This is an optimization exercise on Yosys and OpenROAD, whose aim is small area, not a production implementation. Power figures rest on the tool's default switching activity, not on a simulated workload.

the previous run:
==> flow/design.v <==
package pci_lite_pkg;
    localparam int n_req       = 5;     
    localparam int count_width = 3;     
    localparam int mem_words   = 10;
    localparam int idx_width   = 4;     
    localparam int target_base = 10;    
    localparam int devsel_timeout = 4;
    typedef enum logic [2:0] {
        st_idle    = 3'b000,
        st_request = 3'b001,
        st_address = 3'b011,
        st_data    = 3'b010,
        st_finish  = 3'b100
    } bus_state_t;
endpackage
`timescale 1ns/1ns
module bus_arbiter (
    input  logic                           clk,
    input  logic                           arst_n,
    input  logic [pci_lite_pkg::n_req-1:0] req,
    output logic [pci_lite_pkg::n_req-1:0] gnt,
    input  logic                           bus_idle
);
    logic [pci_lite_pkg::n_req-1:0] next_gnt;
    always_comb
    begin
        next_gnt = '0;
        for (int i = 0; i < pci_lite_pkg::n_req; i++)
        begin
            if (req[i])
            begin
                next_gnt    = '0;
                next_gnt[i] = 1'b1;
            end
        end
    end
    always_ff @(posedge clk or negedge arst_n)
    begin
        if (!arst_n)
            gnt <= '0;
        else if (bus_idle)
            gnt <= next_gnt;
    end
endmodule
`timescale 1ns/1ns
module bus_initiator (
    input  logic                                 clk,
    input  logic                                 arst_n,
    input  logic                                 start,
    input  logic                                 write,
    input  logic [31:0]                          addr,
    input  logic [pci_lite_pkg::count_width-1:0] count,
    output logic                                 busy,
    output logic                                 done,
    output logic                                 abort,
    output logic                                 local_req,
    input  logic                                 local_gnt,
    output logic                                 take,        
    output logic                                 in_window,   
    output logic                                 data_phase,
    output logic                                 claim_q,     
    output logic                                 write_q
);
    pci_lite_pkg::bus_state_t             state;
    logic [pci_lite_pkg::count_width-1:0] cnt;    
    assign in_window  = (addr[31:5] == '0) &&
                        (addr[4:0] >= 5'(pci_lite_pkg::target_base)) &&
                        (addr[4:0] <  5'(pci_lite_pkg::target_base + pci_lite_pkg::mem_words));
    assign take       = start && ((state == pci_lite_pkg::st_idle) || (state == pci_lite_pkg::st_finish));
    assign data_phase = (state == pci_lite_pkg::st_data);
    always_ff @(posedge clk or negedge arst_n)
    begin
        if (!arst_n)
            state <= pci_lite_pkg::st_idle;
        else
            case (state)
                pci_lite_pkg::st_idle, pci_lite_pkg::st_finish:
                    state <= start ? pci_lite_pkg::st_request : pci_lite_pkg::st_idle;
                pci_lite_pkg::st_request:
                    if (local_gnt)
                        state <= pci_lite_pkg::st_address;
                pci_lite_pkg::st_address:
                    state <= pci_lite_pkg::st_data;
                pci_lite_pkg::st_data:
                    if (cnt == '0)
                        state <= pci_lite_pkg::st_finish;
                default:
                    state <= pci_lite_pkg::st_idle;
            endcase
    end
    always_ff @(posedge clk)
    begin
        if (take)
        begin
            write_q <= write;
            claim_q <= in_window;
            cnt     <= in_window ? count : pci_lite_pkg::count_width'(pci_lite_pkg::devsel_timeout - 1);
        end
        else if (data_phase)
            cnt <= cnt - 1'b1;
    end
    assign busy      = (state == pci_lite_pkg::st_request) || (state == pci_lite_pkg::st_address) ||
                       (state == pci_lite_pkg::st_data);
    assign done      = (state == pci_lite_pkg::st_finish);
    assign abort     = done && !claim_q;
    assign local_req = (state == pci_lite_pkg::st_request);
endmodule
`timescale 1ns/1ns
module mem_bit_next (
    input  logic we,
    input  logic nwe,
    input  logic w,
    input  logic q,
    output logic d
);
    assign d = (we | q) & (nwe | w);
endmodule
module mem_aoi222 (
    input  logic a1, a2, b1, b2, c1, c2,
    output logic y
);
    assign y = !((a1 & a2) | (b1 & b2) | (c1 & c2));
endmodule
module mem_nand2 (
    input  logic a, b,
    output logic y
);
    assign y = !(a & b);
endmodule
module mem_nand4 (
    input  logic a, b, c, d,
    output logic y
);
    assign y = !(a & b & c & d);
endmodule
module mem_word_ctl (
    input  logic wt,         
    input  logic l1, l2, l3,
    input  logic written,
    output logic we,
    output logic nwe,
    output logic rsel
);
    assign nwe  = !(wt & l1 & l2 & l3);
    assign we   = !nwe;
    assign rsel = l1 & l2 & l3 & written;
endmodule
module target_memory (
    input  logic                                 clk,
    input  logic                                 arst_n,
    input  logic                                 take,
    input  logic [pci_lite_pkg::idx_width-1:0]   addr_lo,    
    input  logic                                 data_phase,
    input  logic                                 claim_q,
    input  logic                                 write_q,
    input  logic [31:0]                          wdata,
    output logic                                 word_taken,
    output logic [31:0]                          rdata,
    output logic                                 rdata_valid
);
    logic [31:0]                        mem [16];
    logic [31:0]                        mem_d [16];
    logic [15:0]                        written;    
    logic [3:0]                         slot;       
    logic [15:0]                        we;
    logic [15:0]                        nwe;
    logic [15:0]                        rsel;
    logic                               step;
    assign word_taken = data_phase && claim_q && write_q;
    assign step       = data_phase && (write_q || rdata_valid);
    always_ff @(posedge clk or negedge arst_n)
    begin
        if (!arst_n)
            rdata_valid <= 1'b0;
        else
            rdata_valid <= data_phase && claim_q && !write_q;
    end
    always_ff @(posedge clk)
    begin
        if (take)
            slot <= addr_lo;
        else if (step)
            slot <= (slot == 4'd3) ? 4'd10 : slot + 1'b1;
    end
    logic [3:0] p, n;
    assign p = slot;
    assign n = ~slot;
    mem_word_ctl u_ctl0  (.wt(word_taken), .l1(n[3]), .l2(n[1]), .l3(n[0]), .written(written[0]),  .we(we[0]),  .nwe(nwe[0]),  .rsel(rsel[0]));
    mem_word_ctl u_ctl1  (.wt(word_taken), .l1(n[3]), .l2(n[1]), .l3(p[0]), .written(written[1]),  .we(we[1]),  .nwe(nwe[1]),  .rsel(rsel[1]));
    mem_word_ctl u_ctl2  (.wt(word_taken), .l1(n[3]), .l2(p[1]), .l3(n[0]), .written(written[2]),  .we(we[2]),  .nwe(nwe[2]),  .rsel(rsel[2]));
    mem_word_ctl u_ctl3  (.wt(word_taken), .l1(n[3]), .l2(p[1]), .l3(p[0]), .written(written[3]),  .we(we[3]),  .nwe(nwe[3]),  .rsel(rsel[3]));
    mem_word_ctl u_ctl10 (.wt(word_taken), .l1(p[3]), .l2(n[2]), .l3(n[0]), .written(written[10]), .we(we[10]), .nwe(nwe[10]), .rsel(rsel[10]));
    mem_word_ctl u_ctl11 (.wt(word_taken), .l1(p[3]), .l2(n[2]), .l3(p[0]), .written(written[11]), .we(we[11]), .nwe(nwe[11]), .rsel(rsel[11]));
    mem_word_ctl u_ctl12 (.wt(word_taken), .l1(p[2]), .l2(n[1]), .l3(n[0]), .written(written[12]), .we(we[12]), .nwe(nwe[12]), .rsel(rsel[12]));
    mem_word_ctl u_ctl13 (.wt(word_taken), .l1(p[2]), .l2(n[1]), .l3(p[0]), .written(written[13]), .we(we[13]), .nwe(nwe[13]), .rsel(rsel[13]));
    mem_word_ctl u_ctl14 (.wt(word_taken), .l1(p[2]), .l2(p[1]), .l3(n[0]), .written(written[14]), .we(we[14]), .nwe(nwe[14]), .rsel(rsel[14]));
    mem_word_ctl u_ctl15 (.wt(word_taken), .l1(p[2]), .l2(p[1]), .l3(p[0]), .written(written[15]), .we(we[15]), .nwe(nwe[15]), .rsel(rsel[15]));
    always_ff @(posedge clk or negedge arst_n)
    begin
        if (!arst_n)
        begin
            for (int i = 0; i < 16; i++)
                if (i < 4 || i >= 10)
                    written[i] <= 1'b0;
        end
        else
            for (int i = 0; i < 16; i++)
                if ((i < 4 || i >= 10) && we[i])
                    written[i] <= 1'b1;
    end
    for (genvar i = 0; i < 16; i++)
    if (i < 4 || i >= 10)
    begin : g_word
        for (genvar b = 0; b < 32; b++)
        begin : g_bit
            mem_bit_next u_next (
                .we  (we[i]),
                .nwe (nwe[i]),
                .w   (wdata[b]),
                .q   (mem[i][b]),
                .d   (mem_d[i][b])
            );
        end
    end
    always_ff @(posedge clk)
        for (int i = 0; i < 16; i++)
            if (i < 4 || i >= 10)
                mem[i] <= mem_d[i];
    for (genvar b = 0; b < 32; b++)
    begin : g_rd
        logic y0, y1, y2, y3;
        mem_aoi222 u_a0 (.a1(rsel[10]), .a2(mem[10][b]), .b1(rsel[11]), .b2(mem[11][b]), .c1(rsel[12]), .c2(mem[12][b]), .y(y0));
        mem_aoi222 u_a1 (.a1(rsel[13]), .a2(mem[13][b]), .b1(rsel[14]), .b2(mem[14][b]), .c1(rsel[15]), .c2(mem[15][b]), .y(y1));
        mem_aoi222 u_a2 (.a1(rsel[0]), .a2(mem[0][b]), .b1(rsel[1]), .b2(mem[1][b]), .c1(rsel[2]), .c2(mem[2][b]), .y(y2));
        mem_nand2  u_n9 (.a(rsel[3]), .b(mem[3][b]), .y(y3));
        mem_nand4  u_or (.a(y0), .b(y1), .c(y2), .d(y3), .y(rdata[b]));
    end
endmodule
`timescale 1ns/1ns
module pci_lite_top (
    input  logic                                 clk,
    input  logic                                 arst_n,
    input  logic                                 start,
    input  logic                                 write,
    input  logic [31:0]                          addr,
    input  logic [2:0]                           count,
    input  logic [31:0]                          wdata,
    output logic                                 word_taken,
    output logic [31:0]                          rdata,
    output logic                                 rdata_valid,
    output logic                                 busy,
    output logic                                 done,
    output logic                                 abort,
    input  logic [3:0]                           ext_req,
    output logic [3:0]                           ext_gnt
);
    logic                           local_req;
    logic [pci_lite_pkg::n_req-1:0] arb_gnt;
    logic                           take;
    logic                           in_window;
    logic                           data_phase;
    logic                           claim_q;
    logic                           write_q;
    logic                           bus_idle;
    assign ext_gnt  = arb_gnt[pci_lite_pkg::n_req-1:1];
    assign bus_idle = !busy || local_req;
    bus_arbiter u_arbiter (
        .clk      (clk),
        .arst_n   (arst_n),
        .req      ({ext_req, local_req}),
        .gnt      (arb_gnt),
        .bus_idle (bus_idle)
    );
    bus_initiator u_initiator (
        .clk        (clk),
        .arst_n     (arst_n),
        .start      (start),
        .write      (write),
        .addr       (addr),
        .count      (count),
        .busy       (busy),
        .done       (done),
        .abort      (abort),
        .local_req  (local_req),
        .local_gnt  (arb_gnt[0]),
        .take       (take),
        .in_window  (in_window),
        .data_phase (data_phase),
        .claim_q    (claim_q),
        .write_q    (write_q)
    );
    target_memory u_target (
        .clk         (clk),
        .arst_n      (arst_n),
        .take        (take),
        .addr_lo     (addr[3:0]),
        .data_phase  (data_phase),
        .claim_q     (claim_q),
        .write_q     (write_q),
        .wdata       (wdata),
        .word_taken  (word_taken),
        .rdata       (rdata),
        .rdata_valid (rdata_valid)
    );
endmodule
==> flow/config.mk <==
export PLATFORM = sky130hd
export DESIGN_NAME = pci_lite_top
export DESIGN_NICKNAME = pci_lite_top
export VERILOG_FILES = /design/flow/design.v
export SDC_FILE = /design/flow/constraint.sdc
export NUM_CORES = 4
export LEC_CHECK = 0
export CAP_MARGIN = 20
export CORE_MARGIN = 2
export CORE_UTILIZATION = 40
export CTS_BUF_LIST = sky130_fd_sc_hd__clkbuf_16
export CTS_CLUSTER_DIAMETER = 100
export CTS_CLUSTER_SIZE = 30
export PLACE_DENSITY = 0.6
export SLEW_MARGIN = 20
export SYNTH_HIERARCHICAL = 1
==> flow/constraint.sdc <==
create_clock -name core_clock -period 5.0 [get_ports {clk}]
set_input_delay 1.0000 -clock core_clock [delete_from_list [all_inputs] [get_ports {clk}]]
set_output_delay 1.0000 -clock core_clock [all_outputs]
set_load 0.01 [all_outputs]
standard.sh (not shown) runs the stock make flow with config.mk's settings and CLKGATE_MAP_FILE= SYNTH_SCRIPT=/design/flow/synth_recipe.tcl, a recipe that flattens the netlist after the stock synthesis.
==> flow/flow/run.sh <==
#!/bin/bash
# Standard layout, with the port buffers made as the smallest buffer cell
# and a clock tree without dummy loads.
set -euo pipefail
export BUFFER_PORTS_ARGS="-buffer_cell sky130_fd_sc_hd__buf_1"
export CTS_ARGS="-sink_clustering_enable -repair_clock_nets -buf_list sky130_fd_sc_hd__clkbuf_16 -sink_clustering_size 30 -sink_clustering_max_diameter 100 -dont_use_dummy_load -root_buf sky130_fd_sc_hd__clkbuf_4"
bash standard.sh > standard_flow.log 2>&1
Changes in the current run relative to the previous run:
--- a/flow/design.v
+++ b/flow/design.v
@@ -132,20 +132,8 @@
     output logic y
 );
     assign y = !(a & b & c & d);
 endmodule
-module mem_word_ctl (
-    input  logic wt,         
-    input  logic l1, l2, l3,
-    input  logic written,
-    output logic we,
-    output logic nwe,
-    output logic rsel
-);
-    assign nwe  = !(wt & l1 & l2 & l3);
-    assign we   = !nwe;
-    assign rsel = l1 & l2 & l3 & written;
-endmodule
 module target_memory (
     input  logic                                 clk,
     input  logic                                 arst_n,
     input  logic                                 take,
@@ -161,8 +149,9 @@
     logic [31:0]                        mem [16];
     logic [31:0]                        mem_d [16];
     logic [15:0]                        written;    
     logic [3:0]                         slot;       
+    logic [15:0]                        sel;
     logic [15:0]                        we;
     logic [15:0]                        nwe;
     logic [15:0]                        rsel;
     logic                               step;
@@ -181,21 +170,29 @@
             slot <= addr_lo;
         else if (step)
             slot <= (slot == 4'd3) ? 4'd10 : slot + 1'b1;
     end
-    logic [3:0] p, n;
-    assign p = slot;
-    assign n = ~slot;
-    mem_word_ctl u_ctl0  (.wt(word_taken), .l1(n[3]), .l2(n[1]), .l3(n[0]), .written(written[0]),  .we(we[0]),  .nwe(nwe[0]),  .rsel(rsel[0]));
-    mem_word_ctl u_ctl1  (.wt(word_taken), .l1(n[3]), .l2(n[1]), .l3(p[0]), .written(written[1]),  .we(we[1]),  .nwe(nwe[1]),  .rsel(rsel[1]));
-    mem_word_ctl u_ctl2  (.wt(word_taken), .l1(n[3]), .l2(p[1]), .l3(n[0]), .written(written[2]),  .we(we[2]),  .nwe(nwe[2]),  .rsel(rsel[2]));
-    mem_word_ctl u_ctl3  (.wt(word_taken), .l1(n[3]), .l2(p[1]), .l3(p[0]), .written(written[3]),  .we(we[3]),  .nwe(nwe[3]),  .rsel(rsel[3]));
-    mem_word_ctl u_ctl10 (.wt(word_taken), .l1(p[3]), .l2(n[2]), .l3(n[0]), .written(written[10]), .we(we[10]), .nwe(nwe[10]), .rsel(rsel[10]));
-    mem_word_ctl u_ctl11 (.wt(word_taken), .l1(p[3]), .l2(n[2]), .l3(p[0]), .written(written[11]), .we(we[11]), .nwe(nwe[11]), .rsel(rsel[11]));
-    mem_word_ctl u_ctl12 (.wt(word_taken), .l1(p[2]), .l2(n[1]), .l3(n[0]), .written(written[12]), .we(we[12]), .nwe(nwe[12]), .rsel(rsel[12]));
-    mem_word_ctl u_ctl13 (.wt(word_taken), .l1(p[2]), .l2(n[1]), .l3(p[0]), .written(written[13]), .we(we[13]), .nwe(nwe[13]), .rsel(rsel[13]));
-    mem_word_ctl u_ctl14 (.wt(word_taken), .l1(p[2]), .l2(p[1]), .l3(n[0]), .written(written[14]), .we(we[14]), .nwe(nwe[14]), .rsel(rsel[14]));
-    mem_word_ctl u_ctl15 (.wt(word_taken), .l1(p[2]), .l2(p[1]), .l3(p[0]), .written(written[15]), .we(we[15]), .nwe(nwe[15]), .rsel(rsel[15]));
+    always_comb
+    begin
+        sel = '0;
+        sel[0]  = !slot[3] && !slot[1] && !slot[0];
+        sel[1]  = !slot[3] && !slot[1] &&  slot[0];
+        sel[2]  = !slot[3] &&  slot[1] && !slot[0];
+        sel[3]  = !slot[3] &&  slot[1] &&  slot[0];
+        sel[10] =  slot[3] && !slot[2] && !slot[0];
+        sel[11] =  slot[3] && !slot[2] &&  slot[0];
+        sel[12] =  slot[2] && !slot[1] && !slot[0];
+        sel[13] =  slot[2] && !slot[1] &&  slot[0];
+        sel[14] =  slot[2] &&  slot[1] && !slot[0];
+        sel[15] =  slot[2] &&  slot[1] &&  slot[0];
+    end
+    always_comb
+        for (int i = 0; i < 16; i++)
+        begin
+            we[i]   = word_taken && sel[i];
+            nwe[i]  = !we[i];
+            rsel[i] = sel[i] && written[i];
+        end
     always_ff @(posedge clk or negedge arst_n)
     begin
         if (!arst_n)
         begin
Findings:
Diff the previous run -> the current run: count of clock-buffer cells in the layout held steady; post-detailed-route wirelength per cell shrank by 3.3%. A uppermost metal layer occupied by signal nets of met5 is what the previous run shows, while met4 belongs to the current run. The synthesized cell count reported for the current run is greater than that of the previous run by 9. Going from the previous run to the current run, smallest setup slack after layout rose 230 ps; clock power about even; synthesis-to-finish area growth rose 1.6 points; routed via count fell about 0.3%; fraction of power spent switching nets rose 0.17 points.
No functional check of the RTL was part of any run of this note.

[afterwards: timing with drivers on the ports]
The results above use ideal ports. As a check the final layouts listed here were re-extracted and re-timed, cells and wires unchanged.
Step 1, drivers: a clkbuf_16 drives clk and a buf_2 each remaining input, both assumed.
Step 2 adds t to the input delays and takes it off the output delays; t is the mean of the earliest and latest rising clock arrival at the registers after step 1. Input paths then give back, and output paths get back, about the clock's delay inside the block.
a / b / c = no drivers / after step 1 / after step 2; a / b = the first two.
run	shift t [ns]	setup WS [ns]	hold WS [ns]	worst setup path at the end	worst register clock-pin slew, ns
the previous run	0.738	0.659 / 0.610 / 1.348	0.253 / 0.227 / 0.458	register to output	0.11 / 0.11
the current run	0.702	0.892 / 0.848 / 1.550	0.273 / 0.253 / 0.467	register to output	0.11 / 0.11
After both steps every run listed still meets setup and hold.
